This design comes from an exercise in tuning for small area, a short achievable clock period and few clock cycles on the open sky130 flow, not from production work. Power figures rest on the tool's default switching activity, not on a simulated workload.

Setup of juniper:
## laser_stripe_center_extract
module laser_stripe_center_extract (
  input  logic                clk,
  input  logic                rst_n,
  input  logic                in_push,
  output logic                in_full,
  input  logic [7:0]          in_pixel,
  input  logic                in_row_end,
  input  logic                in_frame_end,
  output logic                out_empty,
  input  logic                out_pop,
  output logic [lsce_pkg::ROW_W-1:0]    out_row_number,
  output logic                out_found,
  output logic [lsce_pkg::CENTRE_W-1:0] out_centre_q8,
  output logic                out_last,
  input  logic                cfg_valid,
  output logic                cfg_ready,
  input  logic [1:0]          cfg_index,
  input  logic [12:0]         cfg_data
);
  logic [8:0]         thr_r;
  logic signed [12:0] wmin_r, wmax_r;
  logic [11:0]        row_r;
  logic        job_valid, job_found, job_last;
  logic [8:0]  job_x, job_uq;
  logic [9:0]  job_a, job_b;
  logic [12:0] job_s1;
  logic        mul_valid, mul_done, mul_valid_nxt, mul_found, mul_last, mul_take;
  logic [19:0] mul_d, mul_e;
  logic [12:0] mul_s1;
  assign cfg_ready = 1'b1;
  always_ff @(posedge clk) begin
    if (!rst_n) begin
      thr_r <= 9'd35;
      wmin_r <= 13'sd1;
      wmax_r <= 13'sd20;
    end else if (cfg_valid) begin
      case (cfg_index)
        lsce_pkg::REG_GRAD_THRESHOLD: thr_r <= cfg_data[8:0];
        lsce_pkg::REG_WIDTH_MIN:      wmin_r <= $signed(cfg_data);
        lsce_pkg::REG_WIDTH_MAX:      wmax_r <= $signed(cfg_data);
        default: begin
        end
      endcase
    end
  end
  always_ff @(posedge clk) begin
    if (!rst_n) begin
      row_r <= '0;
    end else if (out_pop && !out_empty) begin
  ...
Size: ~340 flip-flops, roughly 67 I/O pins, roughly 21,000 µm² of cells after synthesis.
==> module lsce_front, before the edit <==
module lsce_front (
  input  logic        clk,
  input  logic        rst_n,
  input  logic        in_push,
  output logic        in_full,
  input  logic [7:0]  in_pixel,
  input  logic        in_row_end,
  input  logic        in_frame_end,
  input  logic [8:0]  thr,
  input  logic signed [12:0] wmin,
  input  logic signed [12:0] wmax,
  input  logic        job_ready,
  input  logic        job_ready_nxt,
  output logic        job_valid,
  output logic [8:0]  job_x,
  output logic [8:0]  job_uq,
  output logic [9:0]  job_a,
  output logic [9:0]  job_b,
  output logic [12:0] job_s1,
  output logic        job_found,
  output logic        job_last
);
  logic       in_full_r;
  logic       v_r, re_r, fe_r;
  logic [7:0] px_r;
  logic [7:0]  pd0_r, pd1_r;
  logic [12:0] col_r;
  logic signed [8:0] prev_r, pk1_r, tr1_r;
  logic [8:0]  x_r, yq_r, uq_r, w_r;
  logic        ppend_r, tpend_r;
  logic [11:0] pkc_r, trc_r;
  logic        fin_r, fin_n1_r, fin_last_r;
  logic accept, hold, go, take, first, in_room;
  logic signed [8:0] g;
  logic signed [9:0] dp, dt, dg;
  logic cap_p, cap_t;
  logic [12:0] col_n;
  logic fin_n, v_n, re_n;
  assign in_full = in_full_r;
  assign accept  = in_push && !in_full_r;
  assign in_room = !col_r[12];
  assign hold    = v_r && fin_r && !job_ready && (re_r || col_r != '0);
  assign go      = v_r && !hold;
  assign take    = go && in_room && col_r != '0;
  assign first   = col_r == 13'd1;
  assign g       = first ? 9'sd0 : $signed({1'b0, px_r}) - $signed({1'b0, pd1_r});
  assign dp      = $signed({2'b00, px_r}) - $signed({2'b00, pd1_r}) - 10'(pk1_r);
  assign dt      = $signed({2'b00, px_r}) - $signed({2'b00, pd1_r}) - 10'(tr1_r);
  assign dg      = $signed({2'b00, px_r}) - $signed({2'b00, pd1_r}) - 10'(prev_r);
  assign cap_p   = first || !dp[9];
  assign cap_t   = first || dt[9];
  always_comb begin
    col_n = col_r;
    if (go) begin
      if (re_r) col_n = '0;
      else if (in_room) col_n = col_r + 13'd1;
    end
    fin_n = (fin_r && !job_ready) || (go && re_r);
    v_n   = hold ? 1'b1 : accept;
    re_n  = hold ? re_r : in_row_end;
  end
  always_ff @(posedge clk) begin
    if (!rst_n) begin
      in_full_r <= 1'b0;
      v_r <= 1'b0;
      col_r <= '0;
      fin_r <= 1'b0;
    end else begin
      in_full_r <= v_n && fin_n && !job_ready_nxt && (re_n || col_n != '0);
      v_r <= v_n;
      col_r <= col_n;
      fin_r <= fin_n;
    end
  end
  always_ff @(posedge clk) begin
    if (!hold) begin
      px_r <= in_pixel;
      re_r <= in_row_end;
      fe_r <= in_frame_end;
    end
    if (go && !re_r && in_room) begin
      pd1_r <= pd0_r;
      pd0_r <= px_r;
    end
    if (go && re_r) begin
      fin_n1_r <= col_r == '0;
      fin_last_r <= fe_r;
    end
    if (take) begin
      prev_r <= g;
      ppend_r <= cap_p;
      tpend_r <= cap_t;
      if (ppend_r) yq_r <= ~dp[8:0];
      if (tpend_r) w_r <= dt[8:0];
      if (cap_p) begin
        pk1_r <= g;
        x_r <= first ? 9'd0 : dg[8:0];
        pkc_r <= col_r[11:0];
      end
      if (cap_t) begin
        tr1_r <= g;
        uq_r <= ~dg[8:0];
        trc_r <= col_r[11:0];
      end
    end
  end
  logic pass;
  logic signed [10:0] thr_s;
  logic signed [13:0] wlo, whi;
  logic signed [10:0] tlo, thi;
  always_comb begin
    thr_s = $signed({2'b00, thr});
    wlo = $signed({2'b00, trc_r}) - $signed({2'b00, pkc_r}) - 14'(wmin);    
    whi = 14'(wmax) - $signed({2'b00, trc_r}) + $signed({2'b00, pkc_r});    
    tlo = 11'(pk1_r) - thr_s;                                               
    thi = 11'sd0 - 11'(tr1_r) - thr_s;                                             
    pass = !fin_n1_r && (pk1_r > 9'sd0) && (tr1_r <= 9'sd0)
           && !tlo[10] && !thi[10] && !wlo[13] && !whi[13]
           && (pkc_r != 12'd1) && (trc_r != 12'd1);
  end
  assign job_valid = fin_r;
  assign job_x     = x_r;
  assign job_uq    = uq_r;
  assign job_a     = {1'b0, x_r} + {1'b0, ppend_r ? pk1_r : yq_r} + {9'd0, !ppend_r};
  assign job_b     = {1'b0, uq_r} + {1'b0, tpend_r ? ~tr1_r : w_r} + {8'd0, tpend_r, !tpend_r};
  assign job_s1    = {1'b0, pkc_r} + {1'b0, trc_r} - 13'd3;
  assign job_found = pass;
  assign job_last  = fin_last_r;
endmodule
==> flow/config.mk <==
export PLATFORM = sky130hd
export DESIGN_NAME = laser_stripe_center_extract
export DESIGN_NICKNAME = laser_stripe_center_extract
export VERILOG_FILES = /design/flow/design.v
export SDC_FILE = /design/flow/constraint.sdc
export NUM_CORES = 4
export LEC_CHECK = 0
export CAP_MARGIN = 20
export CORE_MARGIN = 2
export CORE_UTILIZATION = 40
export SETUP_SLACK_MARGIN = 5
export SLEW_MARGIN = 20
==> flow/constraint.sdc <==
create_clock -name core_clock -period 8.0 [get_ports {clk}]
set_input_delay 1.6000 -clock core_clock [delete_from_list [all_inputs] [get_ports {clk}]]
set_output_delay 1.6000 -clock core_clock [all_outputs]
set_load 0.01 [all_outputs]
run.sh (not shown) runs the stock make flow with config.mk's settings and CLKGATE_MAP_FILE= SYNTH_SCRIPT=/design/flow/synth_recipe.tcl, a recipe that flattens the netlist after the stock synthesis.
#### Input delta (sierra over juniper)
==> flow/design.v, changed modules only <==
module lsce_front (
  input  logic        clk,
  input  logic        rst_n,
  input  logic        in_push,
  output logic        in_full,
  input  logic [7:0]  in_pixel,
  input  logic        in_row_end,
  input  logic        in_frame_end,
  input  logic [8:0]  thr,
  input  logic signed [12:0] wmin,
  input  logic signed [12:0] wmax,
  input  logic        job_ready,
  input  logic        job_ready_nxt,
  output logic        job_valid,
  output logic [8:0]  job_x,
  output logic [8:0]  job_uq,
  output logic [9:0]  job_a,
  output logic [9:0]  job_b,
  output logic [12:0] job_s1,
  output logic        job_found,
  output logic        job_last
);
  logic       in_full_r;
  logic       v_r, re_r, fe_r;
  logic [7:0] px_r;
  logic [7:0]  pd0_r, pd1_r;
  logic [12:0] col_r;
  logic signed [8:0] prev_r, pk1_r, tr1_r;
  logic [8:0]  x_r, yq_r, uq_r, w_r;
  logic        ppend_r, tpend_r;
  logic [11:0] pkc_r, trc_r;
  logic        fin1_r, fin2_r, fin_n1_r, fin_last_r, pass_r;
  logic accept, hold, go, take, first, in_room;
  logic signed [8:0] g;
  logic signed [9:0] dp, dt, dg;
  logic cap_p, cap_t;
  logic [12:0] col_n;
  logic fin1_n, fin2_n, v_n, re_n;
  assign in_full = in_full_r;
  assign accept  = in_push && !in_full_r;
  assign in_room = !col_r[12];
  assign hold    = v_r && (fin1_r || (fin2_r && !job_ready)) && (re_r || col_r != '0);
  assign go      = v_r && !hold;
  assign take    = go && in_room && col_r != '0;
  assign first   = col_r == 13'd1;
  assign g       = first ? 9'sd0 : $signed({1'b0, px_r}) - $signed({1'b0, pd1_r});
  assign dp      = $signed({2'b00, px_r}) - $signed({2'b00, pd1_r}) - 10'(pk1_r);
  assign dt      = $signed({2'b00, px_r}) - $signed({2'b00, pd1_r}) - 10'(tr1_r);
  assign dg      = $signed({2'b00, px_r}) - $signed({2'b00, pd1_r}) - 10'(prev_r);
  assign cap_p   = first || !dp[9];
  assign cap_t   = first || dt[9];
  always_comb begin
    col_n = col_r;
    if (go) begin
      if (re_r) col_n = '0;
      else if (in_room) col_n = col_r + 13'd1;
    end
    fin1_n = go && re_r;
    fin2_n = fin1_r || (fin2_r && !job_ready);
    v_n   = hold ? 1'b1 : accept;
    re_n  = hold ? re_r : in_row_end;
  end
  always_ff @(posedge clk) begin
    if (!rst_n) begin
      in_full_r <= 1'b0;
      v_r <= 1'b0;
      col_r <= '0;
      fin1_r <= 1'b0;
      fin2_r <= 1'b0;
    end else begin
      in_full_r <= v_n && (fin1_n || (fin2_n && !job_ready_nxt)) && (re_n || col_n != '0);
      v_r <= v_n;
      col_r <= col_n;
      fin1_r <= fin1_n;
      fin2_r <= fin2_n;
    end
  end
  always_ff @(posedge clk) begin
    if (!hold) begin
      px_r <= in_pixel;
      re_r <= in_row_end;
      fe_r <= in_frame_end;
    end
    if (go && !re_r && in_room) begin
      pd1_r <= pd0_r;
      pd0_r <= px_r;
    end
    if (go && re_r) begin
      fin_n1_r <= col_r == '0;
      fin_last_r <= fe_r;
    end
    if (fin1_r) begin
      pass_r <= pass;
    end
    if (take) begin
      prev_r <= g;
      ppend_r <= cap_p;
      tpend_r <= cap_t;
      if (ppend_r) yq_r <= ~dp[8:0];
      if (tpend_r) w_r <= dt[8:0];
      if (cap_p) begin
        pk1_r <= g;
        x_r <= first ? 9'd0 : dg[8:0];
        pkc_r <= col_r[11:0];
      end
      if (cap_t) begin
        tr1_r <= g;
        uq_r <= ~dg[8:0];
        trc_r <= col_r[11:0];
      end
    end
  end
  logic pass;
  logic signed [10:0] thr_s;
  logic signed [13:0] wlo, whi;
  logic signed [10:0] tlo, thi;
  always_comb begin
    thr_s = $signed({2'b00, thr});
    wlo = $signed({2'b00, trc_r}) - $signed({2'b00, pkc_r}) - 14'(wmin);    
    whi = 14'(wmax) - $signed({2'b00, trc_r}) + $signed({2'b00, pkc_r});    
    tlo = 11'(pk1_r) - thr_s;                                               
    thi = 11'sd0 - 11'(tr1_r) - thr_s;                                             
    pass = !fin_n1_r && (pk1_r > 9'sd0) && (tr1_r <= 9'sd0)
           && !tlo[10] && !thi[10] && !wlo[13] && !whi[13]
           && (pkc_r != 12'd1) && (trc_r != 12'd1);
  end
  assign job_valid = fin2_r;
  assign job_x     = x_r;
  assign job_uq    = uq_r;
  assign job_a     = {1'b0, x_r} + {1'b0, ppend_r ? pk1_r : yq_r} + {9'd0, !ppend_r};
  assign job_b     = {1'b0, uq_r} + {1'b0, tpend_r ? ~tr1_r : w_r} + {8'd0, tpend_r, !tpend_r};
  assign job_s1    = {1'b0, pkc_r} + {1'b0, trc_r} - 13'd3;
  assign job_found = pass_r;
  assign job_last  = fin_last_r;
endmodule
Notes after the runs:
Largest net degree at the start of global routing down about 3.4% in sierra wrt juniper. On first-pass GRT wire length, sierra and juniper are basically level. In sierra, the routed length per instance came out about 1.5% below the value in juniper. juniper reports its beginning of the critical path as u_front.trc_r[1] while sierra reports u_front.pkc_r[0]. Against juniper, power in sierra fell by a few percent. Summary — net switching power figure, sierra relative to juniper: lower, by about 5%. Timing-limited maximum frequency of sierra exceeds that of juniper by a few percent. sierra against juniper: combined global-route utilization of all metal layers neither gained nor lost much, clock power share picked up an extra 2.1 points. Compared sierra vs juniper, and worst setup slack for register-to-register paths is up in sierra. Post-route cell area of sierra falls short of that of juniper slightly.
No run of this note included a check of the RTL's function; only the layout flow was run.

## re-timing with driven ports
In the flow no input, the clock included, has a driving cell. The finished layouts below were timed again as built, in two steps. Step 1, drivers: a clkbuf_16 drives clk and a buf_2 each remaining input, both assumed. Step 2 moves the port delays by t, midway between the first and last clock arrival at a register: inputs arrive t later, outputs are due t later. That takes back most of the time a late clock gives input paths. Slacks: ideal / step 1 / step 2; pairs: ideal / step 1.
run | shift t [ns] | slack for setup (ns) | latest minus earliest clock arrival (ns)
juniper | 0.607 | 4.234 / 4.234 / 4.234 | 0.028 / 0.028
sierra | 0.613 | 4.386 / 4.386 / 4.386 | 0.029 / 0.029
After both steps every run listed still meets setup and hold.
